This design comes from an exercise in tuning for small area, a short achievable clock period and few clock cycles per item on the open sky130 flow, not from production work.
RTL that was checked went through simulation tests only; none was proved equivalent to the original.
The RTL of runs 1 and 2 was laid out without a check of its function.
No activity file was given, so power comes from the tool's default toggle rates.

### flow/design.v
package cache_pkg;
  localparam int ADDR_BITS = 32;           
  localparam int DATA_BITS = 32;           
  localparam int NUM_SETS  = 8;
  localparam int NUM_WAYS  = 2;
  localparam int INDEX_LSB = 2;            
  localparam int TAG_LSB   = 5;            
  localparam int INDEX_BITS = TAG_LSB - INDEX_LSB;
  localparam int TAG_BITS   = ADDR_BITS - TAG_LSB;
  typedef logic [ADDR_BITS-1:0]  addr_t;
  typedef logic [DATA_BITS-1:0]  data_t;
  typedef logic [TAG_BITS-1:0]   tag_t;
  typedef logic [INDEX_BITS-1:0] index_t;
  typedef logic [1:0]            req_type_t;
  typedef logic                  way_t;    
  localparam req_type_t REQ_READ  = 2'd0;
  localparam req_type_t REQ_WRITE = 2'd1;
  localparam req_type_t REQ_INIT  = 2'd2;   
endpackage
`timescale 1ns/1ps
module cache_top (
  input  logic                 clk,
  input  logic                 reset,
  input  logic                 proc_req,
  input  cache_pkg::req_type_t proc_type,
  input  cache_pkg::addr_t     proc_addr,
  input  cache_pkg::data_t     proc_wdata,
  output cache_pkg::data_t     proc_rdata,
  output logic                 proc_hit,
  output logic                 proc_ack,
  output logic                 mem_req,
  output logic                 mem_we,
  output cache_pkg::addr_t     mem_addr,
  output cache_pkg::data_t     mem_wdata,
  input  cache_pkg::data_t     mem_rdata,
  input  logic                 mem_ack
);
  localparam int S = cache_pkg::NUM_SETS;
  cache_pkg::tag_t  tags0 [S];
  cache_pkg::tag_t  tags1 [S];
  cache_pkg::data_t words0 [S];
  cache_pkg::data_t words1 [S];
  logic [S-1:0]     valid0, valid1, dirty0, dirty1;
  logic [S-1:0]     lru;           
  logic              st_idle;      
  logic              st_evict;     
  logic              st_evrel;     
  logic              st_refill;    
  cache_pkg::data_t  wa;           
  cache_pkg::data_t  wb;           
  logic              sel_resp;     
  cache_pkg::data_t  res;          
  logic [29:0]       maddr;        
  logic              way_q;        
  logic              commit;       
  logic              dirty_we_q;
  logic              dirty_val_q;
  logic              tag_we_q;     
  cache_pkg::index_t idx;
  cache_pkg::tag_t   ptag;
  logic is_read, is_write, is_init;
  logic m0, m1, hit, victim, vdirty, sel_way, evict;
  cache_pkg::tag_t  t0, t1, vtag;
  cache_pkg::data_t w0, w1, vword, oword;
  assign idx      = proc_addr[4:2];
  assign ptag     = proc_addr[31:5];
  assign is_read  = (proc_type == cache_pkg::REQ_READ);
  assign is_write = (proc_type == cache_pkg::REQ_WRITE);
  assign is_init  = proc_type[1];
  assign t0 = tags0[idx];
  assign t1 = tags1[idx];
  assign w0 = words0[idx];
  assign w1 = words1[idx];
  assign m0      = valid0[idx] && (t0 == ptag);
  assign m1      = valid1[idx] && (t1 == ptag);
  assign hit     = m0 | m1;
  assign victim  = lru[idx];
  assign vdirty  = victim ? (valid1[idx] & dirty1[idx]) : (valid0[idx] & dirty0[idx]);
  assign vtag    = victim ? t1 : t0;
  assign vword   = victim ? w1 : w0;
  assign oword   = victim ? w0 : w1;
  assign sel_way = m1 | (~m0 & victim);      
  assign evict   = ~is_init & vdirty;
  logic go, done_now, miss_go;
  assign go       = st_idle & proc_req;
  assign done_now = go & (hit | is_init);                 
  assign miss_go  = go & ~hit & ~is_init & ~mem_ack;      
  always_ff @(posedge clk) begin
    if (reset) begin
      st_idle   <= 1'b1;
      st_evict  <= 1'b0;
      st_evrel  <= 1'b0;
      st_refill <= 1'b0;
      proc_ack  <= 1'b0;
      mem_req   <= 1'b0;
      commit    <= 1'b0;
    end else begin
      st_idle   <= (st_idle & ~done_now & ~miss_go) | (proc_ack & ~proc_req);
      st_evict  <= (miss_go & vdirty) | (st_evict & ~mem_ack);
      st_evrel  <= (st_evict | st_evrel) & mem_ack;
      st_refill <= (miss_go & ~vdirty) | ((st_evrel | st_refill) & ~mem_ack);
      proc_ack  <= done_now | (st_refill & mem_ack) | (proc_ack & proc_req);
      mem_req   <= miss_go | ((st_evict | st_evrel | st_refill) & ~mem_ack);
      commit    <= done_now | (st_refill & mem_ack);
    end
  end
  always_ff @(posedge clk) begin
    if (st_idle) begin
      wa          <= is_read ? oword : proc_wdata;
      wb          <= vword;
      maddr       <= {evict ? vtag : ptag, idx};
      mem_we      <= vdirty;
      dirty_val_q <= is_write;
      dirty_we_q  <= ~(is_read & hit);
      way_q       <= sel_way;
      sel_resp    <= is_read & (victim ? m1 : m0);
      tag_we_q    <= is_init | ~hit;
      proc_hit    <= hit & ~is_init;
    end
    if (st_evrel) begin
      maddr  <= {ptag, idx};
      mem_we <= 1'b0;
    end
    if (st_refill) begin
      wa       <= is_write ? proc_wdata : mem_rdata;
      sel_resp <= 1'b0;
      proc_hit <= 1'b0;
    end
  end
  cache_pkg::index_t cidx;
  assign cidx = maddr[2:0];
  always_ff @(posedge clk) begin
    if (commit) begin
      if (way_q) begin
        if (tag_we_q) tags1[cidx] <= maddr[29:3];
        words1[cidx] <= res;
      end else begin
        if (tag_we_q) tags0[cidx] <= maddr[29:3];
        words0[cidx] <= res;
      end
    end
  end
  always_ff @(posedge clk) begin
    if (reset) begin
      valid0 <= '0;
      valid1 <= '0;
      dirty0 <= '0;
      dirty1 <= '0;
      lru    <= '0;
    end else if (commit) begin
      lru[cidx] <= ~way_q;
      if (way_q) begin
        valid1[cidx] <= 1'b1;
        if (dirty_we_q) dirty1[cidx] <= dirty_val_q;
      end else begin
        valid0[cidx] <= 1'b1;
        if (dirty_we_q) dirty0[cidx] <= dirty_val_q;
      end
    end
  end
  assign res        = sel_resp ? wb : wa;
  assign proc_rdata = res;
  assign mem_wdata  = wb;
  assign mem_addr   = {maddr, 2'b00};
endmodule
### flow/constraint.sdc
create_clock -name core_clock -period 8.0 [get_ports {clk}]
set_input_delay 1.6000 -clock core_clock [delete_from_list [all_inputs] [get_ports {clk}]]
set_output_delay 1.6000 -clock core_clock [all_outputs]
set_load 0.01 [all_outputs]
### flow/config.mk
export PLATFORM = sky130hd
export DESIGN_NAME = cache_top
export DESIGN_NICKNAME = cache_top
export VERILOG_FILES = /design/flow/design.v
export SDC_FILE = /design/flow/constraint.sdc
export NUM_CORES = 4
export LEC_CHECK = 0
export CAP_MARGIN = 20
export CORE_MARGIN = 2
export CORE_UTILIZATION = 40
export CTS_BUF_LIST = sky130_fd_sc_hd__clkbuf_16
export CTS_CLUSTER_DIAMETER = 100
export CTS_CLUSTER_SIZE = 30
export SETUP_SLACK_MARGIN = 4.5
export SLEW_MARGIN = 20
### flow/run.sh
#!/bin/bash
# synth_recipe.tcl (not shown) runs the flow's synth.tcl, then flattens the netlist and writes it again
# the make line also repeats each setting of config.mk as NAME=value (left out here)
make -C /OpenROAD-flow-scripts/flow DESIGN_CONFIG=/design/flow/config.mk WORK_HOME=/design/flow/orfs CLKGATE_MAP_FILE= SYNTH_SCRIPT=/design/flow/synth_recipe.tcl finish
==> results of run 1 <==
## area by class of cell
| type | instances | area (sq um) |
|---|---|---|
| sequential | 1092 | 32300 |
| antenna | 1 | 2.50 |
| clock buffer | 46 | 1150 |
| timing repair buffer | 409 | 4720 |
| inverter | 6 | 46.3 |
| fill | 9135 | 57800 |
| clock inverter | 34 | 216 |
| multi-input combinational | 1196 | 12900 |
| timing repair inverter | 1 | 8.76 |
| tap | 1488 | 1860 |
## critical path: stages
cell	delay, ns
buf_16	0.17
mux4_2	0.55
mux2i_2	0.26
xnor2_1	0.25
nor4_2	0.33
nand4_1	0.29
nor4_4	0.23
buf_6	0.17
o21ai_2	0.07
or2_1	0.24
## metal layers
metal / GRT usage, % / routed length [um]
met5: 0 / 23
met4: 5.29 / 3290
met3: 3.87 / 9640
met2: 35.5 / 60800
met1: 30.8 / 53800
## timing repair
action,in CTS,in global routing
gates cloned,24,0
setup buffers,109,25
setup endpoints to repair,159,55
resized for setup,308,58
pin swaps,17,18
## path summary, 6_finish.rpt
kind / from / endpoint / slack [ns]
setup / recovery: proc_addr[2] / dirty_we_q$_DFFE_PP_ / 4.18
setup reg to reg: maddr[0]$_DFFE_PP_ / dirty1[0]$_SDFFE_PP0P_ / 4.91
hold reg to reg: proc_hit$_SDFFE_PP0P_ / proc_hit$_SDFFE_PP0P_ / 0.48
hold / removal: proc_hit$_SDFFE_PP0P_ / proc_hit$_SDFFE_PP0P_ / 0.48
## cells in the mapped netlist (17+ instances only)
master       n
nand2_1     49
clkbuf_1    70
mux2i_1    266
nor3_1      33
a21oi_1     51
o21ai_0     50
mux2_2      73
nor4_1      17
nor2_1     143
a22oi_1     72
mux4_2     200
edfxtp_1  1042
buf_2       39
xnor2_1     25
dfxtp_1     50
nand3_1     22
## through the flow
stage | cells | power [uW] | instance area (sq um)
3_5_place_dp | 4033 | 7610 | 48800
2_1_floorplan | 2433 | 7190 | 45400
6_report | 4273 | 10600 | 53200
3_3_place_gp | 4032 | 7580 | 48800
4_1_cts | 4246 | 10600 | 52700
5_1_grt | 4273 | 10900 | 53200
## where the power goes
group          switching [uW]  total [uW]  internal (uW)
logic                     680        1200            523
clock network            1760        2870           1110
registers                50.0        6490           6440
total                    2490       10600           8070
## flip-flops by register name (all words and copies together), names as in the netlist, 8 cells and up
register,flops
tags0,216
valid1,8
wa,32
wb,32
words1,256
dirty0,8
dirty1,8
valid0,8
lru,8
words0,256
tags1,216
maddr,30
## logic make-up after synthesis
kind of cell | Yosys count
AOI/OAI and AO/OA | 270
DFF | 1092
and+or+nand+nor | 350
muxes | 542
other | 1
xor gates and xnor gates | 29
buffers and inverters | 145
adders and majority gates | 3
## placed cells by master (no fill, tap or decap), drive strengths merged, types with 19 or more instances in the layout
cell type,instances
mux4,200
edfxtp,1042
o21ai,54
nor3,34
xnor2,25
nor4,19
inv,36
mux2i,269
nand3,22
nand2,49
clkbuf,47
nor2,143
a22oi,72
clkdlybuf4s50,160
mux2,73
a21oi,51
buf,228
dfxtp,50
==> results.ini, run 1 <==
[cts]
cts_buffer_depth = 3
cts_hold_buf = 0
cts.sink_count = 1092
clk_latency_ns = 0.67
path_clk_slew_ns = 0.11
cts-root-buf = clkbuf_16
tritoncts = done
htree_levels = 2
cts-buffers-inserted = 44

[worst_setup_path]
cp-start-kind = primary input
cp.required_ns = 8.42
ff2ff_path_depth = 8
worstPathMaxFanout = 14
setup.worst_path.end_class = flop
cp.arrival_ns = 4.24
critPathKind = primary input to flop

[timing]
tns_ns = 0
drv_slew = 0
finalCritPeriodShare_pct = 47.7
min_period_ns = 3.82
setup-violations-final = 0
fmax_ghz = 0.262
finalHoldViolations = 0
rsz0062_at_grt = true
hold_slack_ns = 0.484
worst_pin_slew_ns = 1.16
worst_slack_ns = 4.18
fin_skew_ns = 0.0408
max_slew_margin_pct = 22.5

[yosys]
synth_top_family_by_area = multiplexers
synth_xor_area_share_pct = 0.567
syn_area_sq_um = 44800
synth-async-reset-ratio_pct = 0
synth_warnings = 1
synthMuxAreaShare_pct = 18.0
synth_area_leader_cell = edfxtp_1
synthCells = 2432
synth_area_leaders = edfxtp_1, mux4_2, mux2i_1
synth_seq_cells = 1092
synth_cell_type_count = 68
yosys.area_share.simple_pct = 3.87
synth_top_area_share_pct = 69.8
synth_compound_area_share_pct = 3.98
synthAdderAreaFrac_pct = 0.0837
ys.flop_type = edfxtp_1
synth_edf_count = 1042
ys_seq_area_share_pct = 72.0
avgSynthCellArea_sq_um = 18.4

[global_routing]
gr-total-overflow = 0
grtUsageTotal_pct = 21.9
grt_pass1_vias = 25100
grt_antenna_before_repair = 5
grt_pass1_wl_um = 181000
grt_max_degree = 67

[place]
dp_slack_ns = 1.86
dp_hpwl_um = 65600
port_buffers = 197
gp_congestion = 0.874

[power_and_ir_drop]
leakage_uw = 0.0180
powerDensity_nw_per_um2 = 199
ir_drop_uv = 142

[layout]
layout-drive-gt1-share_pct = 25.1
area_delta_synth_final_pct = 18.6
utilization_pct = 47.9
final_nets = 2855

[die]
die_w_um = 339
die_h_um = 339
fp.coreArea_sq_um = 111000
dieArea_sq_um = 115000
start_util_pct = 40.4
ios = 202
row_count = 122

[detailed_routing]
antenna_left = 0
via_per_inst = 5.85
route.detailed.drc = 0
dr.pass1.iters = 5
first_iter_violations = 2779
totalWireLength_um = 128000
avgRoutedWirePerCell_um = 29.9
num_vias = 25000

[run]
maxCapViolCount = 0

[outcome]
status = no timing/DRC/antenna violations

[min_path]
hp-class = flop to flop
hold_depth = 2

==> run 2: changes to the inputs <==
--- a/flow/config.mk
+++ b/flow/config.mk
@@ -9,3 +9,3 @@
 export CORE_MARGIN = 2
-export CORE_UTILIZATION = 40
+export CORE_UTILIZATION = 60
 export CTS_BUF_LIST = sky130_fd_sc_hd__clkbuf_16
@@ -15 +15,2 @@
 export SLEW_MARGIN = 20
+export TNS_END_PERCENT = 10
==> run 2 against run 1 <==
Net effect: synthesized area stayed put; wire length is 7.4% lower; critical endpoint is now proc_rdata[28]; largest cell class unchanged; design area is 3.4% lower; still clean on timing, DRC and antenna; synthesized cell count stayed put.
==> results.ini, run 2 <==
[worst_setup_path]
cp.arrival_ns = 2.19  ; -2.05 ns
critical_path.startpoint = sel_resp$_SDFFE_PP0P_
setup.worst_path.end_class = primary output
r2r-start = way_q$_DFFE_PP_
cp-start-kind = flop
worstPathMaxFanout = 8  ; -6
r2r_slack_ns = 4.81  ; -0.10 ns
ff2ff_path_depth = 4  ; -4
critPathKind = flop to primary output
cp.required_ns = 6.40  ; -2.02 ns

[yosys]
synth_seq_cells = 1092  ; unchanged
synth_warnings = 1  ; unchanged
yosys-top-cells-count = edfxtp_1, mux2i_1, mux4_2, nor2_1, mux2_2
synth_area_leader_cell = edfxtp_1
synthCells = 2432  ; unchanged
synth_top_area_share_pct = 69.8  ; unchanged
synthAdderAreaFrac_pct = 0.0837  ; unchanged
ys_seq_area_share_pct = 72.0  ; unchanged
synth_compound_area_share_pct = 3.98  ; unchanged
synth_cell_type_count = 68  ; unchanged
yosysMostFrequentCell = edfxtp_1
synth-async-reset-ratio_pct = 0  ; unchanged
synth_top_family_by_area = multiplexers
yosys.area_share.simple_pct = 3.87  ; unchanged
synth_edf_count = 1042  ; unchanged
ys.flop_type = edfxtp_1
synth_area_leaders = edfxtp_1, mux4_2, mux2i_1
synth_xor_area_share_pct = 0.567  ; unchanged
syn_area_sq_um = 44800  ; unchanged
avgSynthCellArea_sq_um = 18.4  ; unchanged
synthMuxAreaShare_pct = 18.0  ; unchanged

[timing]
fmax_ghz = 0.264  ; +0.84%
min_period_ns = 3.79  ; -0.0320 ns
finalCritPeriodShare_pct = 47.3  ; -0.40 points
drv_slew = 0  ; unchanged
setup-violations-final = 0  ; unchanged
rsz0062_at_grt = true
hold_slack_ns = 0.482  ; -0.00163 ns
fin_skew_ns = 0.0244  ; -0.0164 ns
finalHoldViolations = 0  ; unchanged
max_slew_margin_pct = 32.6  ; +10 points
worst_pin_slew_ns = 1.00  ; -0.156 ns
tns_ns = 0  ; unchanged
worst_slack_ns = 4.21  ; +0.0320 ns

[layout]
largestRegisters = words0 x256, words1 x256
layout_common_cells = edfxtp_1, mux2i_1, mux4_2
final_nets = 2785  ; -2.5%
layout-drive-gt1-share_pct = 21.3  ; -3.9 points
mostFrequentLayoutCell = edfxtp_1
area_delta_synth_final_pct = 14.7

[power_and_ir_drop]
leakage_uw = 0.0173  ; -3.7%
ir_drop_uv = 171  ; +20%
powerDensity_nw_per_um2 = 200  ; +0.75%

[global_routing]
grt_antenna_before_repair = 4  ; -1
grt_pass1_vias = 24500  ; -2.3%
grtUsageTotal_pct = 30.3  ; +8.5 points
grt_max_degree = 50  ; -25%
gr-total-overflow = 0  ; unchanged
grt_pass1_wl_um = 168000  ; -7.5%

[detailed_routing]
dr.pass1.iters = 5  ; unchanged
via_per_inst = 6.70  ; +15%
route.met2.wl_um = 59200  ; -2.6%
antenna_left = 0  ; unchanged
totalWireLength_um = 118000  ; -7.4%
wl_met1_um = 45400  ; -16%
route.top_layer_used = met5
first_iter_violations = 2840  ; +2.2%
avgRoutedWirePerCell_um = 32.1  ; +7.6%
wl_met3_um = 8720  ; -9.6%
num_vias = 24600  ; -1.5%
route.detailed.drc = 0  ; unchanged

[die]
start_util_pct = 60.4  ; +20 points
fp.coreArea_sq_um = 74200  ; -33%
dieArea_sq_um = 76900  ; -33%
ios = 202  ; unchanged
die_h_um = 277  ; -18%
row_count = 100  ; -18%
die_w_um = 277  ; -18%

[min_path]
hp-class = flop to flop
hold_depth = 2  ; unchanged
min-delay-start = valid1[6]$_SDFFE_PP0P_

[cts]
htree_levels = 2  ; unchanged
cts-root-buf = clkbuf_16
cts.sink_count = 1092  ; unchanged
clk_latency_ns = 0.63  ; -0.04 ns
tritoncts = done
cts_buffer_depth = 3  ; unchanged
cts-buffers-inserted = 42  ; -4.5%
path_clk_slew_ns = 0.11  ; about the same

[run]
maxCapViolCount = 0  ; unchanged

[place]
gp_congestion = 0.915  ; +4.7%
dp_hpwl_um = 61100  ; -6.9%
port_buffers = 197  ; unchanged
dp_slack_ns = 2.39  ; +0.528 ns

[outcome]
status = no timing/DRC/antenna violations

[run 2: area by class of cell]
class / count / area [sq um]
clock buffers: 45 / 1130
repair buffers: 342 / 3940
diodes: 2 / 5.00
clock inverters: 25 / 108
fillers: 4757 / 22800
multi-input cells: 1196 / 12700
flip-flops and latches: 1092 / 32300
well taps: 969 / 1210
inverters: 6 / 32.5
[run 2: per-stage QoR]
step | power (uW) | area (sq um) | cells | util, %
6_report | 10300 | 51400 | 3677 | 69.3
5_1_grt | 10600 | 51400 | 3675 | 69.3
4_1_cts | 10300 | 50900 | 3652 | 68.6
3_5_place_dp | 7580 | 48100 | 3514 | 64.8
3_3_place_gp | 7550 | 48100 | 3513 | 64.8
2_1_floorplan | 7160 | 44800 | 2433 | -
[run 2: timing repair]
item	in CTS	in global routing
hold buffers	0	0
hold endpoints to repair	0	0
resized for setup	158	37
gates cloned	16	5
pin swaps	8	13
endpoints found under the setup margin	164	91
buffers inserted	52	16
[run 2: path summary, 6_finish.rpt]
kind                            end
max                  proc_rdata[28]
min          valid1[6]$_SDFFE_PP0P_
max reg2reg  tags0[6][10]$_DFFE_PP_
min reg2reg  valid1[6]$_SDFFE_PP0P_
[run 2: worst max-delay path, stage by stage, from the launching register on]
cell and delay [ns]:
dfxtp_4 0.51, buf_16 0.22, mux2_4 0.33, clkdlybuf4s50_1 0.48
[run 2: report_power, final]
group | internal [uW] | leakage, uW | switching, uW
combinational | 474 | 0.00673 | 592
sequential | 6440 | 0.00991 | 88.8
clock | 1040 | 0.000681 | 1650
total | 7950 | 0.0173 | 2330
[run 2: kinds of logic (layout without fill, tap and decap cells)]
family | Yosys count | in the layout
flops | 1092 | 1092
xor+xnor | 29 | 29
simple gates | 350 | 350
fa+ha+maj | 3 | 3
compound gates | 270 | 270
mux | 542 | 542
other cells | 1 | 4
buf+inv | 145 | 418
[run 2: per-layer routing]
metal	track usage, %	vias to the layer above
met5	0	-
met4	10.3	6
met3	3.75	225
met2	51.5	1144
met1	41.3	12900
li1	-	10300
==> run 3: changes to the inputs <==
--- a/flow/design.v
+++ b/flow/design.v
@@ -51,3 +51,2 @@
   logic              sel_resp;     
-  cache_pkg::data_t  res;          
   logic [29:0]       maddr;        
@@ -55,3 +54,3 @@
   logic              commit;       
-  logic              dirty_we_q;
+  logic              dirty_we_q;   
   logic              dirty_val_q;
@@ -134,7 +133,7 @@
       if (way_q) begin
-        if (tag_we_q) tags1[cidx] <= maddr[29:3];
-        words1[cidx] <= res;
+        if (tag_we_q)   tags1[cidx]  <= maddr[29:3];
+        if (dirty_we_q) words1[cidx] <= wa;
       end else begin
-        if (tag_we_q) tags0[cidx] <= maddr[29:3];
-        words0[cidx] <= res;
+        if (tag_we_q)   tags0[cidx]  <= maddr[29:3];
+        if (dirty_we_q) words0[cidx] <= wa;
       end
@@ -160,4 +159,3 @@
   end
-  assign res        = sel_resp ? wb : wa;
-  assign proc_rdata = res;
+  assign proc_rdata = sel_resp ? wb : wa;
   assign mem_wdata  = wb;
--- a/flow/config.mk
+++ b/flow/config.mk
@@ -9,8 +9,7 @@
 export CORE_MARGIN = 2
-export CORE_UTILIZATION = 60
+export CORE_UTILIZATION = 40
 export CTS_BUF_LIST = sky130_fd_sc_hd__clkbuf_16
-export CTS_CLUSTER_DIAMETER = 100
-export CTS_CLUSTER_SIZE = 30
+export CTS_CLUSTER_DIAMETER = 80
+export CTS_CLUSTER_SIZE = 24
 export SETUP_SLACK_MARGIN = 4.5
 export SLEW_MARGIN = 20
-export TNS_END_PERCENT = 10
==> run 3 against run 2 <==
Net effect: still clean; sequential share of layout area shrank 1.4 points; final cell count grew 14%; clock skew grew 0.0099 ns; register-to-register slack gained 0.05 ns; fmax grew 1.0%; synthesized area is essentially flat.
==> results.ini, run 3 <==
[outcome]
status = no timing/DRC/antenna violations

[layout]
final_nets = 2796  ; +0.39%
fill_cells = 9304  ; +96%
largestRegisters = words0 x256, words1 x256
regArea_sq_um = 32300  ; unchanged
mostFrequentLayoutCell = edfxtp_1
layout-drive-gt1-share_pct = 25.8  ; +4.5 points
multiInputGateArea_sq_um = 12600  ; -0.51%
utilization_pct = 47.4  ; -22 points
layout_common_cells = edfxtp_1, mux2i_1, mux4_2
area_delta_synth_final_pct = 17.3

[detailed_routing]
num_vias = 24400  ; -1.2%
route.detailed.drc = 0  ; unchanged
first_iter_violations = 2669  ; -6.0%
totalWireLength_um = 123000  ; +4.2%
avgRoutedWirePerCell_um = 29.3  ; -8.9%
dr.pass1.iters = 7  ; +2
antenna_left = 0  ; unchanged
via_per_inst = 5.79  ; -14%

[power_and_ir_drop]
p_int_uw = 8210  ; +3.2%
p_comb_share_pct = 10.6  ; +0.2 points
powerDensity_nw_per_um2 = 204  ; +1.9%
switching_share_pct = 23.5  ; +0.75 points
leakage_uw = 0.0175  ; +1.3%
p_clk_share_pct = 28.9  ; +2.8 points
p_sw_uw = 2510  ; +7.7%
ir_drop_uv = 232  ; +35%
seq_power_share_pct = 60.6  ; -2.9 points

[yosys]
yosysMostFrequentCell = edfxtp_1
ys_seq_area_share_pct = 72.0  ; about the same
synthAdderAreaFrac_pct = 0.0837  ; about the same
yosys-top-cells-count = edfxtp_1, mux2i_1, mux4_2, nor2_1, a22oi_1
synth_cell_type_count = 70  ; +2.9%
yosys.area_share.simple_pct = 3.24  ; -0.63 points
synthMuxAreaShare_pct = 18.4  ; +0.43 points
synth_top_area_share_pct = 69.8  ; about the same
synth_area_leaders = edfxtp_1, mux4_2, mux2i_1
synth-async-reset-ratio_pct = 0  ; unchanged
synth_area_leader_cell = edfxtp_1
synthCells = 2386  ; -1.9%
synth_compound_area_share_pct = 3.72  ; -0.26 points
syn_area_sq_um = 44800  ; about the same
synth_warnings = 1  ; unchanged
synth_xor_area_share_pct = 0.879  ; +0.31 points
synth_seq_cells = 1092  ; unchanged
synth_edf_count = 1042  ; unchanged
ys.flop_type = edfxtp_1
synth_top_family_by_area = multiplexers
avgSynthCellArea_sq_um = 18.8  ; +2.0%

[worst_setup_path]
critPathKind = primary input to flop
worstPathMaxFanout = 12  ; +4
critical_path.startpoint = proc_addr[4]
crit_end = proc_hit$_SDFFE_PP0P_
cp.required_ns = 8.59  ; +2.19 ns
r2r_slack_ns = 4.86  ; +0.05 ns
setup.worst_path.end_class = flop
cp-start-kind = primary input
r2r-start = maddr[0]$_DFFE_PP_
rr_endpoint = dirty1[0]$_SDFFE_PP0P_
ff2ff_path_depth = 9  ; +5
cp.arrival_ns = 4.34  ; +2.15 ns

[die]
die_h_um = 339  ; +22%
die_w_um = 339  ; +22%
dieArea_sq_um = 115000  ; +49%
row_count = 122  ; +22%
ios = 202  ; unchanged
start_util_pct = 40.4  ; -20 points
fp.coreArea_sq_um = 111000  ; +50%

[timing]
worst_pin_slew_ns = 0.971  ; -0.0322 ns
min_period_ns = 3.75  ; -0.0375 ns
rsz0062_at_grt = true
worst_slack_ns = 4.25  ; +0.0375 ns
drv_slew = 0  ; unchanged
hold_slack_ns = 0.477  ; -0.00460 ns
finalHoldViolations = 0  ; unchanged
max_slew_margin_pct = 35.1  ; +2.4 points
fin_skew_ns = 0.0344  ; +0.00993 ns
finalCritPeriodShare_pct = 46.9  ; -0.47 points
setup-violations-final = 0  ; unchanged
tns_ns = 0  ; unchanged
fmax_ghz = 0.267  ; +1.0%

[cts]
clk_latency_ns = 0.70  ; +0.07 ns
cts_buffer_depth = 3  ; unchanged
path_clk_slew_ns = 0.10  ; about the same
cts-root-buf = clkbuf_16
htree_levels = 2  ; unchanged
cts.sink_count = 1092  ; unchanged
cts-buffers-inserted = 55  ; +31%
tritoncts = done

[global_routing]
gr-total-overflow = 0  ; unchanged
grtUsageMet3_pct = 3.58  ; -0.17 points
use_met2_pct = 35.0  ; -17 points
met1_usage_pct = 27.6  ; -14 points
grtUsageTotal_pct = 20.8  ; -9.5 points
grt_pass1_vias = 24900  ; +1.5%
busiest_layer = met2
grt_pass1_wl_um = 174000  ; +3.8%
grt_antenna_before_repair = 7  ; +3
grt_max_degree = 65  ; +30%

[place]
dp_hpwl_um = 62100  ; +1.7%
dp_slack_ns = 2.51  ; +0.126 ns
port_buffers = 197  ; unchanged
gp_congestion = 0.859  ; -6.1%

[min_path]
hp-class = flop to flop

[run]
maxCapViolCount = 0  ; unchanged

==> run 3: changes by cell type in the layout (fill, tap and decap cells not counted), moves of 13 or more <==
cell / previous run / this run
nor2_1: 113 / 94
a21oi_1: 51 / 18
buf_2: 0 / 13
buf_4: 93 / 139
o21ai_0: 50 / 36
mux2i_1: 248 / 230
a22oi_1: 71 / 94
mux2_4: 32 / 3
mux2_2: 41 / 81
==> run 3: kinds of logic after synthesis <==
kind of cell | Yosys count
flops | 1092
mux | 544
fa+ha+maj | 3
simple gates | 304
buf+inv | 153
other cells | 1
xor+xnor | 45
compound gates | 244
==> run 3: how the worst min path moves through the flow <==
stage / slack (ns) / endpoint / depth (start not counted) / startpoint
2_1_floorplan: 0.43 / valid1[2]$_SDFFE_PP0P_ / 2 / valid1[2]$_SDFFE_PP0P_
3_3_place_gp: 0.44 / valid0[3]$_SDFFE_PP0P_ / 2 / valid0[3]$_SDFFE_PP0P_
3_5_place_dp: 0.46 / valid0[1]$_SDFFE_PP0P_ / 2 / valid0[1]$_SDFFE_PP0P_
4_1_cts: 0.48 / valid0[1]$_SDFFE_PP0P_ / 2 / valid0[1]$_SDFFE_PP0P_
5_1_grt: 0.51 / valid0[5]$_SDFFE_PP0P_ / 2 / valid0[5]$_SDFFE_PP0P_
6_report: 0.48 / valid0[1]$_SDFFE_PP0P_ / 2 / valid0[1]$_SDFFE_PP0P_
==> run 3: power by group through the flow <==
stage,sequential [uW],combinational [uW],clock [uW]
6_report,6490,1130,3090
4_1_cts,6490,1100,3160
3_5_place_dp,6760,834,0
3_3_place_gp,6730,828,0
2_1_floorplan,6690,486,0
5_1_grt,6500,1200,3340
==> run 3: worst max-delay path, cell delays in order <==
cell and delay, ns:
bufbuf_16 0.28, buf_16 0.17, nor2b_1 0.15, a22oi_1 0.19, nand3_2 0.17, xor2_2 0.28
or4b_4 0.51, nor4_4 0.33, a22oi_2 0.26, buf_4 0.21, o41ai_2 0.18
==> run 3: layout make-up <==
type | count | area share, %
antenna | 1 | 0.00476
clock buffer | 55 | 2.62
clock inverter | 25 | 0.404
inverter | 13 | 0.107
multi-input combinational | 1143 | 24.0
sequential | 1092 | 61.4
tap | 1488 | 3.54
timing repair buffer | 386 | 7.93
==> run 3: layer usage <==
metal	vias up	part of all wire, %
li1	10300	-
met1	12900	41
met2	978	49
met3	197	7.1
met4	10	3.0
met5	-	0.054
==> run 3: what timing repair did <==
action,4_1_cts,5_1_grt
setup endpoints to repair,163,49
gates cloned,18,5
resized for setup,178,54
pin swaps,17,15
buffers inserted,98,13
hold buffers,0,0
==> run 3: through the flow <==
stage / std cells / total power [uW] / area (sq um)
CTS: 4181 / 10800 / 52100
detailed placement: 3985 / 7590 / 48700
floorplan: 2387 / 7170 / 45100
global placement: 3985 / 7560 / 48700
global route: 4202 / 11000 / 52600
finish: 4203 / 10700 / 52600
Testbench counts of run 3, summed over its fixed seeds: cycles 45,681, requests 12,000.
==> run 4: changes to the inputs <==
--- a/flow/config.mk
+++ b/flow/config.mk
@@ -9,3 +9,3 @@
 export CORE_MARGIN = 2
-export CORE_UTILIZATION = 40
+export CORE_UTILIZATION = 60
 export CTS_BUF_LIST = sky130_fd_sc_hd__clkbuf_16
@@ -13,3 +13,4 @@
 export CTS_CLUSTER_SIZE = 24
-export SETUP_SLACK_MARGIN = 4.5
+export SETUP_SLACK_MARGIN = 4.7
 export SLEW_MARGIN = 20
+export TNS_END_PERCENT = 10
==> run 4 against run 3 <==
Net effect: highest routed layer unchanged; critical path type unchanged; worst setup slack got worse by 0.063 ns; flip-flop and latch count unchanged; worst hold slack improved by 0.0059 ns.
==> results.ini, run 4 <==
[yosys]
ys_seq_area_share_pct = 72.0  ; unchanged
synthCells = 2386  ; unchanged
ys.flop_type = edfxtp_1
synth_area_leader_cell = edfxtp_1
yosys-top-cells-count = edfxtp_1, mux2i_1, mux4_2, nor2_1, a22oi_1
synth_edf_count = 1042  ; unchanged
synth_area_leaders = edfxtp_1, mux4_2, mux2i_1
yosysMostFrequentCell = edfxtp_1
synth_cell_type_count = 70  ; unchanged
synth_seq_cells = 1092  ; unchanged
avgSynthCellArea_sq_um = 18.8  ; unchanged
syn_area_sq_um = 44800  ; unchanged
synth-async-reset-ratio_pct = 0  ; unchanged
synth_warnings = 1  ; unchanged
synth_top_area_share_pct = 69.8  ; unchanged

[timing]
fin_skew_ns = 0.0213  ; -0.0131 ns
rsz0062_at_grt = true
min_period_ns = 3.81  ; +0.0631 ns
tns_ns = 0  ; unchanged
fmax_ghz = 0.262  ; -1.7%
worst_slack_ns = 4.19  ; -0.0631 ns
max_slew_margin_pct = 22.4  ; -13 points
drv_slew = 0  ; unchanged
finalCritPeriodShare_pct = 47.7  ; +0.79 points
setup-violations-final = 0  ; unchanged
finalHoldViolations = 0  ; unchanged
worst_pin_slew_ns = 1.16  ; +0.193 ns

[die]
row_count = 100  ; -18%
die_w_um = 277  ; -18%
ios = 202  ; unchanged
dieArea_sq_um = 77000  ; -33%
die_h_um = 277  ; -18%
start_util_pct = 60.4  ; +20 points
fp.coreArea_sq_um = 74200  ; -33%

[worst_setup_path]
cp.required_ns = 8.39  ; -0.20 ns
setup.worst_path.end_class = flop
cp-start-kind = primary input
cp.arrival_ns = 4.21  ; -0.13 ns
worstPathMaxFanout = 8  ; -4
critPathKind = primary input to flop
ff2ff_path_depth = 3  ; -6

[power_and_ir_drop]
ir_drop_uv = 208  ; -10%
leakage_uw = 0.0176  ; +0.54%
powerDensity_nw_per_um2 = 203  ; -0.57%
total_power_uw = 10500  ; -1.8%

[detailed_routing]
totalWireLength_um = 117000  ; -4.8%
route.detailed.drc = 0  ; unchanged
num_vias = 24400  ; +0.17%
via_per_inst = 6.63  ; +14%
dr.pass1.iters = 7  ; unchanged
antenna_left = 0  ; unchanged
avgRoutedWirePerCell_um = 31.8  ; +8.8%
first_iter_violations = 2513  ; -5.8%

[cts]
clk_latency_ns = 0.65  ; -0.05 ns
cts_hold_buf = 0  ; unchanged
tritoncts = done
htree_levels = 2  ; unchanged
cts_buffer_depth = 3  ; unchanged
cts-root-buf = clkbuf_16
cts-buffers-inserted = 52  ; -5.5%
path_clk_slew_ns = 0.10  ; about the same
cts.sink_count = 1092  ; unchanged

[layout]
layout_common_cells = edfxtp_1, mux2i_1, mux4_2
regArea_sq_um = 32300  ; unchanged
final_nets = 2773  ; -0.82%
mostFrequentLayoutCell = edfxtp_1
area_delta_synth_final_pct = 15.8
largestRegisters = words0 x256, words1 x256
layout-drive-gt1-share_pct = 24.1  ; -1.7 points
utilization_pct = 70.0  ; +23 points
fill_cells = 4676  ; -50%
multiInputGateArea_sq_um = 12600  ; -0.36%

[outcome]
status = no timing/DRC/antenna violations

[min_path]
hp-class = flop to flop
hold_depth = 2  ; unchanged

[global_routing]
grt_max_degree = 108  ; +66%
gr-total-overflow = 0  ; unchanged
grtUsageTotal_pct = 29.8  ; +9.0 points
grt_pass1_vias = 24500  ; -1.4%
grt_pass1_wl_um = 165000  ; -5.1%
grt_antenna_before_repair = 4  ; -3

[place]
gp_congestion = 0.851  ; -0.94%
dp_hpwl_um = 59000  ; -5.0%
dp_slack_ns = 2.29  ; -0.225 ns
port_buffers = 197  ; unchanged

[run]
maxCapViolCount = 0  ; unchanged

[run 4: per-layer routing]
layer,part of all wire [%],global-route usage (%)
met4,4.1,12.2
met1,39,39.1
met3,7.0,4.48
met5,0.022,0
met2,50,50.6
[run 4: path summary, 6_finish.rpt]
path / from / end / slack [ns]
setup / recovery: proc_addr[2] / way_q$_DFFE_PP_ / 4.19
hold / removal: valid0[0]$_SDFFE_PP0P_ / valid0[0]$_SDFFE_PP0P_ / 0.48
setup reg to reg: way_q$_DFFE_PP_ / words1[1][19]$_DFFE_PP_ / 4.63
hold reg to reg: valid0[0]$_SDFFE_PP0P_ / valid0[0]$_SDFFE_PP0P_ / 0.48
[run 4: what timing repair did]
item / CTS / global route
gates resized for setup: 131 / 62
cloned: 20 / 8
pin swaps: 22 / 7
setup buffers: 54 / 30
endpoints found under the hold margin: 0 / 0
endpoints found under the setup margin: 219 / 256
[run 4: worst max-delay path: stages]
cell,delay [ns]
buf_16,0.13
bufbuf_16,0.30
nor2b_4,0.15
a22oi_1,0.17
nand3_1,0.17
xor2_2,0.36
or4b_4,0.53
nor4_4,0.33
buf_4,0.17
a21oi_1,0.05
or2_1,0.24
[run 4: power by group]
part	internal [uW]	total, uW	switching, uW
clock	1220	2930	1710
combinational	486	1050	569
sequential	6440	6540	102
[run 4: final cells by class]
type / instances / area share, %
inverters: 13 / 0.142
diodes: 1 / 0.00482
multi-input cells: 1142 / 24.2
well taps: 969 / 2.33
flip-flops and latches: 1092 / 62.2
clock buffers: 53 / 2.55
repair buffers: 367 / 8.23
clock inverters: 43 / 0.357
[run 4: logic make-up after synthesis]
family | synth area share (%)
multiplexers | 18.4
other | 0.00836
XOR/XNOR | 0.879
adder cells (fa/ha/maj) | 0.0837
flip-flops | 72.0
AND/OR/NAND/NOR | 3.24
buffers and inverters | 1.68
AO/OA/AOI/OAI | 3.72
[run 4: per-stage QoR]
stage | area, sq um | cells | hold WS [ns]
3_5_place_dp | 48100 | 3471 | 0.459
6_report | 51900 | 3680 | 0.483
3_3_place_gp | 48100 | 3469 | 0.442
2_1_floorplan | 44900 | 2387 | 0.432
5_1_grt | 51900 | 3679 | 0.504
4_1_cts | 51300 | 3641 | 0.481
==> run 5: changes to the inputs <==
--- a/flow/config.mk
+++ b/flow/config.mk
@@ -9,3 +9,3 @@
 export CORE_MARGIN = 2
-export CORE_UTILIZATION = 60
+export CORE_UTILIZATION = 65
 export CTS_BUF_LIST = sky130_fd_sc_hd__clkbuf_16
@@ -13,4 +13,4 @@
 export CTS_CLUSTER_SIZE = 24
-export SETUP_SLACK_MARGIN = 4.7
+export SETUP_SLACK_MARGIN = 4.3
 export SLEW_MARGIN = 20
-export TNS_END_PERCENT = 10
+export TNS_END_PERCENT = 5
==> run 5 against run 4 <==
Net effect: still clean on timing, DRC and antenna; die area shrank 7.6%; global-route usage up 1.6 points; non-clock buffer count fell by 64; first-iteration DRC count increased by 7.3%; worst hold slack lost 0.0095 ns; synthesized area unchanged; fmax is 0.63% lower; highest routed layer unchanged.
==> results.ini, run 5 <==
[timing]
tns_ns = 0  ; unchanged
min_period_ns = 3.84  ; +0.0242 ns
rsz0062_at_grt = true
max_slew_margin_pct = 25.3  ; +3.0 points
finalCritPeriodShare_pct = 48.0  ; +0.30 points
setup-violations-final = 0  ; unchanged
drv_slew = 0  ; unchanged
fmax_ghz = 0.261  ; -0.63%
hold_slack_ns = 0.474  ; -0.00953 ns
finalHoldViolations = 0  ; unchanged
worst_pin_slew_ns = 1.12  ; -0.0443 ns
fin_skew_ns = 0.0337  ; +0.0124 ns

[layout]
final_nets = 2709  ; -2.3%
regArea_sq_um = 32300  ; unchanged
mostFrequentLayoutCell = edfxtp_1
layout-drive-gt1-share_pct = 21.5  ; -2.7 points
multiInputGateArea_sq_um = 12400  ; -0.98%
largestRegisters = words0 x256, words1 x256
area_delta_synth_final_pct = 13.4
fill_cells = 3978  ; -15%
layout_common_cells = edfxtp_1, mux2i_1, mux4_2

[min_path]
hold_depth = 2  ; unchanged
hp-class = flop to flop

[worst_setup_path]
ff2ff_path_depth = 8  ; +5
critPathKind = primary input to flop
path_common_cell = buf_16
setup.worst_path.end_class = flop
critical_path.startpoint = proc_addr[4]
cp.required_ns = 8.52  ; +0.13 ns
cp-start-kind = primary input
crit_chain = buf_16, buf_16, nor2b_1, a22oi_1, nand3_2, xor2_4, or4b_4, nor4_4, a22oi_2, a211o_1
cp.arrival_ns = 4.36  ; +0.15 ns
max_stage_delay_ns = 0.52  ; about the same
crit_end = st_idle$_SDFF_PP1_
slowest_stage = or4b_4
r2r-start = maddr[0]$_DFFE_PP_
r2r_slack_ns = 4.78  ; +0.15 ns
worstPathMaxFanout = 14  ; +6
rr_endpoint = dirty1[0]$_SDFFE_PP0P_

[detailed_routing]
antenna_left = 0  ; unchanged
first_iter_violations = 2696  ; +7.3%
route.detailed.drc = 0  ; unchanged
totalWireLength_um = 111000  ; -5.3%
via_per_inst = 6.87  ; +3.7%
wl_met3_um = 8930  ; +8.8%
route.top_layer_used = met5
route.met2.wl_um = 55600  ; -5.5%
avgRoutedWirePerCell_um = 31.5  ; -0.96%
dr.pass1.iters = 6  ; -1
num_vias = 24200  ; -0.88%
wl_met1_um = 42200  ; -6.7%

[yosys]
ys_seq_area_share_pct = 72.0  ; unchanged
synth_area_leaders = edfxtp_1, mux4_2, mux2i_1
synth_edf_count = 1042  ; unchanged
synth_cell_type_count = 70  ; unchanged
ys.flop_type = edfxtp_1
yosys-top-cells-count = edfxtp_1, mux2i_1, mux4_2, nor2_1, a22oi_1
synthCells = 2386  ; unchanged
synth_warnings = 1  ; unchanged
yosysMostFrequentCell = edfxtp_1
avgSynthCellArea_sq_um = 18.8  ; unchanged
synth_seq_cells = 1092  ; unchanged
synth-async-reset-ratio_pct = 0  ; unchanged
synth_area_leader_cell = edfxtp_1
syn_area_sq_um = 44800  ; unchanged
synth_top_area_share_pct = 69.8  ; unchanged

[place]
port_buffers = 197  ; unchanged
dp_hpwl_um = 58100  ; -1.6%
gp_congestion = 0.888  ; +4.3%

[power_and_ir_drop]
powerDensity_nw_per_um2 = 206  ; +1.9%
p_clk_share_pct = 28.2  ; +0.4 points
switching_share_pct = 22.4  ; -0.27 points
p_sw_uw = 2350  ; -1.5%
ir_drop_uv = 223  ; +6.8%
p_int_uw = 8150  ; about the same
seq_power_share_pct = 63.0  ; +0.9 points
leakage_uw = 0.0171  ; -3.2%
p_comb_share_pct = 8.8  ; -1.2 points

[cts]
tritoncts = done
cts-root-buf = clkbuf_16
path_clk_slew_ns = 0.10  ; about the same
cts_hold_buf = 0  ; unchanged
cts.sink_count = 1092  ; unchanged
cts_buffer_depth = 3  ; unchanged
clk_latency_ns = 0.65  ; about the same
htree_levels = 2  ; unchanged
cts-buffers-inserted = 52  ; unchanged

[die]
row_count = 96  ; -4.0%
dieArea_sq_um = 71100  ; -7.6%
die_w_um = 267  ; -3.9%
die_h_um = 267  ; -3.9%
fp.coreArea_sq_um = 68500  ; -7.7%
start_util_pct = 65.5  ; +5.1 points
ios = 202  ; unchanged

[outcome]
status = no timing/DRC/antenna violations

[global_routing]
grt_antenna_before_repair = 4  ; unchanged
grt_pass1_vias = 24100  ; -1.7%
grt_max_degree = 109  ; +0.93%
grt_pass1_wl_um = 160000  ; -3.0%
gr-total-overflow = 0  ; unchanged
grtUsageTotal_pct = 31.4  ; +1.6 points

[run]
maxCapViolCount = 0  ; unchanged

[run 5: what timing repair did]
| item | CTS | global route |
|---|---|---|
| buffers inserted | 30 | 4 |
| pin swaps | 20 | 6 |
| cloned | 15 | 1 |
| endpoints found under the setup margin | 133 | 59 |
| gates resized for setup | 103 | 21 |
[run 5: layer usage]
layer / vias up / global-route usage [%]
li1: 10100 / -
met1: 12700 / 43.0
met2: 1149 / 52.9
met3: 213 / 4.64
met4: 4 / 10.5
met5: - / 0
[run 5: power by group through the flow]
stage          clock [uW]  combinational [uW]  sequential (uW)
3_3_place_gp            0                 799             6730
2_1_floorplan           0                 475             6690
5_1_grt              3180                 973             6630
4_1_cts              3000                 901             6610
6_report             2960                 925             6610
3_5_place_dp            0                 809             6750
[run 5: cells by family (layout without fill, tap and decap cells)]
group                      Yosys count  after routing  synth area share (%)
xor gates and xnor gates            45             45                 0.879
muxes                              544            544                  18.4
AOI/OAI and AO/OA                  244            244                  3.72
DFF                               1092           1092                  72.0
adders and majority gates            3              3                0.0837
and+or+nand+nor                    304            304                  3.24
buffers and inverters              153            402                  1.68
other                                1              3               0.00836
[run 5: area by class of cell]
class                   count  share of cell area [%]
flip-flops and latches   1092                    63.5
multi-input cells        1142                    24.5
repair buffers            303                    6.73
clock buffers              53                    2.61
well taps                 882                    2.17
clock inverters            33                   0.376
inverters                  13                   0.116
diodes                      1                 0.00492
[run 5: worst min path at each step]
stage / startpoint / endpoint / slack, ns
floorplan: valid1[2]$_SDFFE_PP0P_ / valid1[2]$_SDFFE_PP0P_ / 0.43
detailed placement: valid1[7]$_SDFFE_PP0P_ / valid1[7]$_SDFFE_PP0P_ / 0.45
global route: valid1[7]$_SDFFE_PP0P_ / valid1[7]$_SDFFE_PP0P_ / 0.50
global placement: valid0[1]$_SDFFE_PP0P_ / valid0[1]$_SDFFE_PP0P_ / 0.44
CTS: valid1[7]$_SDFFE_PP0P_ / valid1[7]$_SDFFE_PP0P_ / 0.48
finish: valid1[7]$_SDFFE_PP0P_ / valid1[7]$_SDFFE_PP0P_ / 0.47
[run 5: worst max-delay path: cells and delay by family]
| kind | cells | cell delay (ns) |
|---|---|---|
| xor gates and xnor gates | 1 | 0.31 |
| buffers and inverters | 2 | 0.34 |
| AOI/OAI and AO/OA | 3 | 0.77 |
| and+or+nand+nor | 4 | 1.29 |
[run 5: per-stage QoR]
step | utilization [%] | total power, uW | setup WS (ns) | cells | area, sq um
after floorplan | - | 7160 | 3.87 | 2387 | 44900
after global placement | 70.0 | 7530 | 2.61 | 3380 | 47900
after detailed placement | 70.0 | 7560 | 2.56 | 3380 | 47900
after CTS | 74.0 | 10500 | 4.21 | 3511 | 50700
after global routing | 74.3 | 10800 | 4.13 | 3518 | 50800
final | 74.3 | 10500 | 4.16 | 3519 | 50800
==> run 6: changes to the inputs <==
--- a/flow/config.mk
+++ b/flow/config.mk
@@ -13,3 +13,3 @@
 export CTS_CLUSTER_SIZE = 24
-export SETUP_SLACK_MARGIN = 4.3
+export SETUP_SLACK_MARGIN = 4.5
 export SLEW_MARGIN = 20
==> run 6 against run 5 <==
Net effect: still clean on timing, DRC and antenna; worst setup slack got worse by 0.044 ns; fmax decreased by 1.1%; synthesized cell count unchanged; flip-flop and latch count unchanged; core utilization decreased by 0.36 points; sequential share of layout area increased by 0.31 points; clock power decreased by 2%; critical path type unchanged; largest cell class unchanged; highest routed layer unchanged.
==> results.ini, run 6 <==
[outcome]
status = no timing/DRC/antenna violations

[worst_setup_path]
cp.required_ns = 8.39  ; -0.13 ns
cp.arrival_ns = 4.27  ; -0.09 ns
cp-start-kind = primary input
worstPathMaxFanout = 8  ; -6
crit_family = simple AND/OR/NAND/NOR gates
max_stage_delay_ns = 0.55  ; +0.03 ns
slowest_stage = or4_1
critPathKind = primary input to flop
crit_chain = buf_16, buf_6, mux4_2, mux2i_4, xnor2_2, or4_1, nand4bb_4, nor4_4, a31oi_2, or3_1
cp_num_buf_inv = 2  ; unchanged
setup.worst_path.end_class = flop

[yosys]
yosysMostFrequentCell = edfxtp_1
yosys.area_share.simple_pct = 3.24  ; unchanged
ys_seq_area_share_pct = 72.0  ; unchanged
synth_cell_type_count = 70  ; unchanged
synth_compound_area_share_pct = 3.72  ; unchanged
syn_area_sq_um = 44800  ; unchanged
synth-async-reset-ratio_pct = 0  ; unchanged
synth_top_family_by_area = multiplexers
synth_xor_area_share_pct = 0.879  ; unchanged
yosys-top-cells-count = edfxtp_1, mux2i_1, mux4_2, nor2_1, a22oi_1
synth_area_leader_cell = edfxtp_1
ys.flop_type = edfxtp_1
synth_area_leaders = edfxtp_1, mux4_2, mux2i_1
synthAdderAreaFrac_pct = 0.0837  ; unchanged
synth_warnings = 1  ; unchanged
synth_top_area_share_pct = 69.8  ; unchanged
synth_seq_cells = 1092  ; unchanged
synthCells = 2386  ; unchanged
synth_edf_count = 1042  ; unchanged
synthMuxAreaShare_pct = 18.4  ; unchanged
avgSynthCellArea_sq_um = 18.8  ; unchanged

[timing]
max_slew_margin_pct = 29.1  ; +3.8 points
drv_slew = 0  ; unchanged
worst_pin_slew_ns = 1.06  ; -0.0565 ns
finalCritPeriodShare_pct = 48.5  ; +0.55 points
rsz0062_at_grt = true
setup-violations-final = 0  ; unchanged
tns_ns = 0  ; unchanged
min_period_ns = 3.88  ; +0.0438 ns
fmax_ghz = 0.258  ; -1.1%
fin_skew_ns = 0.0293  ; -0.00440 ns
finalHoldViolations = 0  ; unchanged

[detailed_routing]
num_vias = 24100  ; -0.12%
totalWireLength_um = 112000  ; +0.52%
antenna_left = 0  ; unchanged
via_per_inst = 6.88  ; +0.16%
dr.pass1.iters = 7  ; +1
first_iter_violations = 2544  ; -5.6%
route.detailed.drc = 0  ; unchanged
avgRoutedWirePerCell_um = 31.8  ; +0.81%

[min_path]
hp-class = flop to flop

[run]
maxCapViolCount = 0  ; unchanged

[place]
dp_hpwl_um = 58500  ; +0.74%
port_buffers = 197  ; unchanged
gp_congestion = 0.867  ; -2.3%
placedCellCount = 3381  ; +0.030%

[layout]
layout_common_cells = edfxtp_1, mux2i_1, mux4_2
final_nets = 2698  ; -0.41%
mostFrequentLayoutCell = edfxtp_1
final_cell_count_no_fill = 3509  ; -0.28%
largestRegisters = words0 x256, words1 x256
area_delta_synth_final_pct = 12.8
layout-drive-gt1-share_pct = 20.8  ; -0.63 points
utilization_pct = 73.9  ; -0.36 points

[cts]
cts-buffers-inserted = 52  ; unchanged
cts.sink_count = 1092  ; unchanged
path_clk_slew_ns = 0.10  ; about the same
htree_levels = 2  ; unchanged
tritoncts = done
clk_latency_ns = 0.64  ; about the same
cts_hold_buf = 0  ; unchanged
cts-root-buf = clkbuf_16
cts_buffer_depth = 3  ; unchanged

[global_routing]
grt_pass1_vias = 24000  ; -0.60%
grt_pass1_wl_um = 158000  ; -1.3%
grt_antenna_before_repair = 4  ; unchanged
grtUsageTotal_pct = 31.0  ; -0.42 points
gr-total-overflow = 0  ; unchanged
grt_max_degree = 117  ; +7.3%

[die]
start_util_pct = 65.5  ; unchanged
dieArea_sq_um = 71100  ; unchanged
ios = 202  ; unchanged
die_h_um = 267  ; unchanged
row_count = 96  ; unchanged
fp.coreArea_sq_um = 68500  ; unchanged
die_w_um = 267  ; unchanged

[power_and_ir_drop]
p_clk_share_pct = 27.8  ; -0.4 points
p_int_uw = 8090  ; -0.79%
switching_share_pct = 22.4  ; about the same
powerDensity_nw_per_um2 = 206  ; -0.27%
seq_power_share_pct = 63.5  ; +0.5 points
leakage_uw = 0.0170  ; -0.62%
p_comb_share_pct = 8.6  ; -0.2 points
ir_drop_uv = 196  ; -12%
p_sw_uw = 2330  ; -0.68%

-- run 6: cell counts after synthesis --
Identical to the previous run, type by type.
-- run 6: worst paths after layout --
check                         start                endpoint  slack [ns]  depth (start not counted)
max                    proc_addr[3]    dirty_we_q$_DFFE_PP_        4.12                         10
min          valid1[5]$_SDFFE_PP0P_  valid1[5]$_SDFFE_PP0P_        0.48                          2
max reg2reg      maddr[0]$_DFFE_PP_  dirty1[0]$_SDFFE_PP0P_        4.79                          8
min reg2reg  valid1[5]$_SDFFE_PP0P_  valid1[5]$_SDFFE_PP0P_        0.48                          2
-- run 6: final cells by class --
type | count | area, sq um
Sequential cell | 1092 | 32300
Fill cell | 4074 | 17900
Multi-Input combinational cell | 1143 | 12400
Timing Repair Buffer | 291 | 3270
Clock buffer | 53 | 1330
Tap cell | 882 | 1100
Clock inverter | 33 | 151
Inverter | 13 | 55.1
Antenna cell | 2 | 5.00
-- run 6: layer usage --
metal	routed length, um	up-vias	track usage, %
met5	24	-	0
met4	3950	4	9.37
met3	9930	215	4.97
met2	55700	1320	52.6
met1	41900	12500	42.1
li1	-	10100	-
-- run 6: tightest hold or removal path, cell delays in order (launching register included) --
cell and delay (ns):
dfxtp_1 0.34, a31oi_1 0.04, nor2_1 0.07
-- run 6: logic make-up after synthesis --
| family | count (synthesis) |
|---|---|
| flops | 1092 |
| mux | 544 |
| simple gates | 304 |
| compound gates | 244 |
| buf+inv | 153 |
| xor+xnor | 45 |
| fa+ha+maj | 3 |
| other cells | 1 |
-- run 6: metrics by stage --
| step | setup WS (ns) | power [uW] | hold slack, ns | cell area (sq um) |
|---|---|---|---|---|
| after floorplan | 3.87 | 7160 | 0.432 | 44900 |
| after global placement | 2.36 | 7530 | 0.441 | 47900 |
| after detailed placement | 2.33 | 7560 | 0.459 | 48000 |
| after CTS | 4.19 | 10400 | 0.481 | 50200 |
| after global routing | 4.10 | 10700 | 0.503 | 50600 |
| final | 4.12 | 10400 | 0.481 | 50600 |
-- run 6: repair_timing --
action | CTS | global route
endpoints found under the setup margin | 160 | 126
cloned | 10 | 5
buffers inserted | 15 | 8
gates resized for setup | 52 | 54
pin swaps | 9 | 5
-- run 6: power by group through the flow --
stage               clock network, uW  registers [uW]  logic (uW)
global placement                    0            6720         804
CTS                              2940            6610         868
detailed placement                  0            6740         818
finish                           2900            6620         901
floorplan                           0            6690         475
global route                     3130            6640         951
==> run 7: changes to the inputs <==
--- a/flow/design.v
+++ b/flow/design.v
@@ -54,5 +54,5 @@
   logic              commit;       
-  logic              dirty_we_q;   
-  logic              dirty_val_q;
-  logic              tag_we_q;     
+  cache_pkg::req_type_t type_q;    
+  logic              dirty_we;     
+  logic              tag_we;       
   cache_pkg::index_t idx;
@@ -111,7 +111,5 @@
       mem_we      <= vdirty;
-      dirty_val_q <= is_write;
-      dirty_we_q  <= ~(is_read & hit);
+      type_q      <= proc_type;
       way_q       <= sel_way;
       sel_resp    <= is_read & (victim ? m1 : m0);
-      tag_we_q    <= is_init | ~hit;
       proc_hit    <= hit & ~is_init;
@@ -130,2 +128,4 @@
   assign cidx = maddr[2:0];
+  assign dirty_we = ~((type_q == cache_pkg::REQ_READ) & proc_hit);
+  assign tag_we   = type_q[1] | ~proc_hit;
   always_ff @(posedge clk) begin
@@ -133,7 +133,7 @@
       if (way_q) begin
-        if (tag_we_q)   tags1[cidx]  <= maddr[29:3];
-        if (dirty_we_q) words1[cidx] <= wa;
+        if (tag_we)     tags1[cidx]  <= maddr[29:3];
+        if (dirty_we)   words1[cidx] <= wa;
       end else begin
-        if (tag_we_q)   tags0[cidx]  <= maddr[29:3];
-        if (dirty_we_q) words0[cidx] <= wa;
+        if (tag_we)     tags0[cidx]  <= maddr[29:3];
+        if (dirty_we)   words0[cidx] <= wa;
       end
@@ -152,6 +152,6 @@
         valid1[cidx] <= 1'b1;
-        if (dirty_we_q) dirty1[cidx] <= dirty_val_q;
+        if (dirty_we) dirty1[cidx] <= (type_q == cache_pkg::REQ_WRITE);
       end else begin
         valid0[cidx] <= 1'b1;
-        if (dirty_we_q) dirty0[cidx] <= dirty_val_q;
+        if (dirty_we) dirty0[cidx] <= (type_q == cache_pkg::REQ_WRITE);
       end
==> run 7 against run 6 <==
Net effect: total power is essentially flat; synthesized area shrank 0.69%; synthesized cell count grew 0.29%; clock-buffer cell count is the same; flip-flop and latch count shrank 1; die area shrank 0.67%; critical path depth is the same; wire length grew 0.68%; first-iteration DRC count grew 12%; worst hold slack lost 0.0066 ns; non-clock buffer count grew 25; still clean.
==> results.ini, run 7 <==
[yosys]
synth_edf_count = 1041  ; -0.096%
ys.flop_type = edfxtp_1
syn_area_sq_um = 44500  ; -0.69%
synth_cell_type_count = 62  ; -11%
yosys-top-cells-count = edfxtp_1, mux2i_1, mux4_2, nor2_1, a22oi_1
synth_area_leader_cell = edfxtp_1
synthCells = 2393  ; +0.29%
avgSynthCellArea_sq_um = 18.6  ; -0.98%
synth_warnings = 1  ; unchanged
yosysMostFrequentCell = edfxtp_1
synth-async-reset-ratio_pct = 0  ; unchanged
ys_seq_area_share_pct = 72.4  ; +0.43 points
synth_top_area_share_pct = 70.2  ; +0.41 points
synth_seq_cells = 1091  ; -0.092%
synth_area_leaders = edfxtp_1, mux4_2, mux2i_1

[place]
placed_area_sq_um = 47700  ; -0.59%
gp_congestion = 0.915  ; +5.5%
port_buffers = 197  ; unchanged
placedCellCount = 3381  ; unchanged
dp_hpwl_um = 58100  ; -0.70%
dp_slack_ns = 1.94  ; -0.385 ns

[die]
ios = 202  ; unchanged
start_util_pct = 66.0  ; +0.47 points
die_h_um = 266  ; -0.34%
row_count = 95  ; -1.0%
die_w_um = 266  ; -0.34%
fp.coreArea_sq_um = 67500  ; -1.4%
dieArea_sq_um = 70600  ; -0.67%

[layout]
layout_common_cells = edfxtp_1, mux2i_1, mux4_2
multiInputGateArea_sq_um = 12400  ; about the same
area_delta_synth_final_pct = 14.2
fill_cells = 3831  ; -6.0%
largestRegisters = words0 x256, words1 x256
regArea_sq_um = 32300  ; about the same
layout-drive-gt1-share_pct = 21.4  ; +0.51 points
final_cell_area_sq_um = 50900  ; +0.49%
final_nets = 2735  ; +1.4%
final_cell_count_no_fill = 3527  ; +0.51%
mostFrequentLayoutCell = edfxtp_1

[worst_setup_path]
cp.required_ns = 8.52  ; +0.13 ns
worstPathMaxFanout = 11  ; +3
critPathKind = primary input to flop
crit_chain = bufbuf_16, mux4_2, mux2_2, xor2_2, a211oi_2, nand4b_1, nor4_4, buf_6, nor3_4, a311o_1
cp.arrival_ns = 4.22  ; -0.05 ns
crit_family = multiplexers
max_stage_delay_ns = 0.51  ; -0.04 ns
cp-start-kind = primary input
slowest_stage = mux4_2
setup.worst_path.end_class = flop
cp_num_buf_inv = 2  ; unchanged

[cts]
cts.sink_count = 1091  ; -0.092%
cts-buffers-inserted = 51  ; -1.9%
tritoncts = done
cts_hold_buf = 0  ; unchanged
cts_buffer_depth = 3  ; unchanged
htree_levels = 2  ; unchanged
cts-root-buf = clkbuf_16
path_clk_slew_ns = 0.09  ; about the same
clk_latency_ns = 0.64  ; about the same

[power_and_ir_drop]
p_sw_uw = 2320  ; -0.62%
ir_drop_uv = 212  ; +7.7%
seq_power_share_pct = 63.0  ; -0.5 points
p_clk_share_pct = 27.7  ; about the same
powerDensity_nw_per_um2 = 205  ; -0.42%
p_int_uw = 8110  ; +0.27%
total_power_uw = 10400  ; about the same
switching_share_pct = 22.2  ; -0.15 points
p_comb_share_pct = 9.3  ; +0.7 points
leakage_uw = 0.0170  ; +0.20%

[detailed_routing]
dr.pass1.iters = 5  ; -2
first_iter_violations = 2856  ; +12%
antenna_left = 0  ; unchanged
avgRoutedWirePerCell_um = 31.8  ; +0.17%
via_per_inst = 6.94  ; +0.92%
num_vias = 24500  ; +1.4%
route.detailed.drc = 0  ; unchanged
totalWireLength_um = 112000  ; +0.68%

[timing]
fin_skew_ns = 0.0276  ; -0.00164 ns
setup-violations-final = 0  ; unchanged
tns_ns = 0  ; unchanged
worst_pin_slew_ns = 1.11  ; +0.0474 ns
min_period_ns = 3.71  ; -0.175 ns
max_slew_margin_pct = 25.9  ; -3.2 points
fmax_ghz = 0.270  ; +4.7%
finalHoldViolations = 0  ; unchanged
rsz0062_at_grt = true
worst_slack_ns = 4.29  ; +0.175 ns
finalCritPeriodShare_pct = 46.3  ; -2.2 points
drv_slew = 0  ; unchanged

[min_path]
hp-class = flop to flop

[global_routing]
grt_pass1_wl_um = 161000  ; +1.9%
grt_pass1_vias = 24400  ; +1.8%
grtUsageTotal_pct = 31.7  ; +0.71 points
grt_antenna_before_repair = 5  ; +1
gr-total-overflow = 0  ; unchanged
grt_max_degree = 64  ; -45%

[run]
maxCapViolCount = 0  ; unchanged

[outcome]
status = no timing/DRC/antenna violations

[run 7: what timing repair did]
action                                  CTS  global route
pin swaps                                14            13
buffers inserted                         30            14
endpoints found under the hold margin     0             0
endpoints found under the setup margin  161           105
gates cloned                             20             2
gates resized for setup                 109            39
[run 7: cell type report]
cell class	instances	area share, %
Multi-Input combinational cell	1163	24.3
Tap cell	873	2.15
Timing Repair Buffer	316	7.14
Clock inverter	22	0.221
Inverter	6	0.0615
Clock buffer	53	2.61
Antenna cell	3	0.0148
Sequential cell	1091	63.5
[run 7: worst paths after layout]
path,start,end,slack (ns),cells after the start
hold reg to reg,valid0[2]$_SDFFE_PP0P_,valid0[2]$_SDFFE_PP0P_,0.47,2
setup reg to reg,maddr[0]$_DFFE_PP_,dirty0[6]$_SDFFE_PP0P_,5.18,6
hold / removal,valid0[2]$_SDFFE_PP0P_,valid0[2]$_SDFFE_PP0P_,0.47,2
setup / recovery,proc_addr[3],st_idle$_SDFF_PP1_,4.29,10
[run 7: cell families after synthesis]
logic type | synth area share, %
DFF | 72.4
AOI/OAI and AO/OA | 3.55
and+or+nand+nor | 3.62
xor gates and xnor gates | 0.728
other | 0.00842
adders and majority gates | 0.112
muxes | 18.1
buffers and inverters | 1.46
[run 7: power groups by stage]
stage	Clock [uW]	Combinational [uW]	Sequential (uW)
2_1_floorplan	0	483	6680
3_3_place_gp	0	804	6720
3_5_place_dp	0	816	6740
4_1_cts	2920	926	6580
5_1_grt	3100	1020	6590
6_report	2890	965	6570
[run 7: metrics by stage]
stage,hold WS (ns),util [%]
detailed placement,0.455,70.6
floorplan,0.428,-
CTS,0.477,74.7
finish,0.474,75.3
global placement,0.443,70.6
global route,0.488,75.3
[run 7: per-layer routing]
metal / global-route usage [%] / part of all wire (%) / routed length, um
met1: 43.1 / 37 / 42000
met2: 54.4 / 51 / 57200
met3: 4.49 / 8.4 / 9460
met4: 9.41 / 3.2 / 3620
met5: 0 / 0.014 / 16
[run 7: worst register-to-register path, stage by stage, from the launching register on]
cell and delay, ns:
edfxtp_1 0.63, clkinv_1 0.37, ha_1 0.56, nand3b_1 0.21, nor3b_1 0.65, a22oi_1 0.21
nor2_1 0.13
Testbench counts of run 7, summed over its fixed seeds: cycles 45,681, requests 12,000.

## port drivers added, routing unchanged
Ports are ideal in the flow. The routed layouts listed here were re-timed in OpenROAD. Step 1 (the two cells are an assumption about what drives the block):
set clk [get_ports {clk}]
set_driving_cell -lib_cell sky130_fd_sc_hd__clkbuf_16 $clk
set_driving_cell -lib_cell sky130_fd_sc_hd__buf_2 [delete_from_list [all_inputs] $clk]
Step 2 adds t to the input delays and takes it off the output delays; t is the mean of the earliest and latest rising clock arrival at the registers after step 1. Input paths then give back, and output paths get back, about the clock's delay inside the block. a / b / c = ideal / step 1 / step 2; a / b = the first two.
| run | t (ns) | setup WS [ns] | hold slack, ns | clock arrival spread, ns | slew at the worst register clock pin (ns) |
|---|---|---|---|---|---|
| run 1 | 0.724 | 4.181 / 3.874 / 3.150 | 0.484 / 0.484 / 0.484 | 0.041 / 0.041 | 0.12 / 0.12 |
| run 2 | 0.692 | 4.213 / 3.944 / 3.253 | 0.482 / 0.482 / 0.482 | 0.027 / 0.027 | 0.12 / 0.12 |
| run 3 | 0.756 | 4.251 / 3.860 / 3.104 | 0.477 / 0.477 / 0.477 | 0.046 / 0.046 | 0.10 / 0.10 |
| run 4 | 0.705 | 4.188 / 3.978 / 3.273 | 0.483 / 0.483 / 0.483 | 0.026 / 0.026 | 0.10 / 0.10 |
| run 5 | 0.698 | 4.163 / 3.823 / 3.126 | 0.474 / 0.474 / 0.474 | 0.037 / 0.037 | 0.10 / 0.10 |
| run 6 | 0.689 | 4.120 / 3.984 / 3.295 | 0.481 / 0.481 / 0.481 | 0.033 / 0.033 | 0.10 / 0.10 |
| run 7 | 0.694 | 4.295 / 3.950 / 3.256 | 0.474 / 0.474 / 0.474 | 0.029 / 0.028 | 0.10 / 0.10 |
After both steps setup and hold are still met in every run listed. For run 3, which loses most, drivers alone change the setup slack by -0.391 ns; drivers and shift together by -1.147 ns.
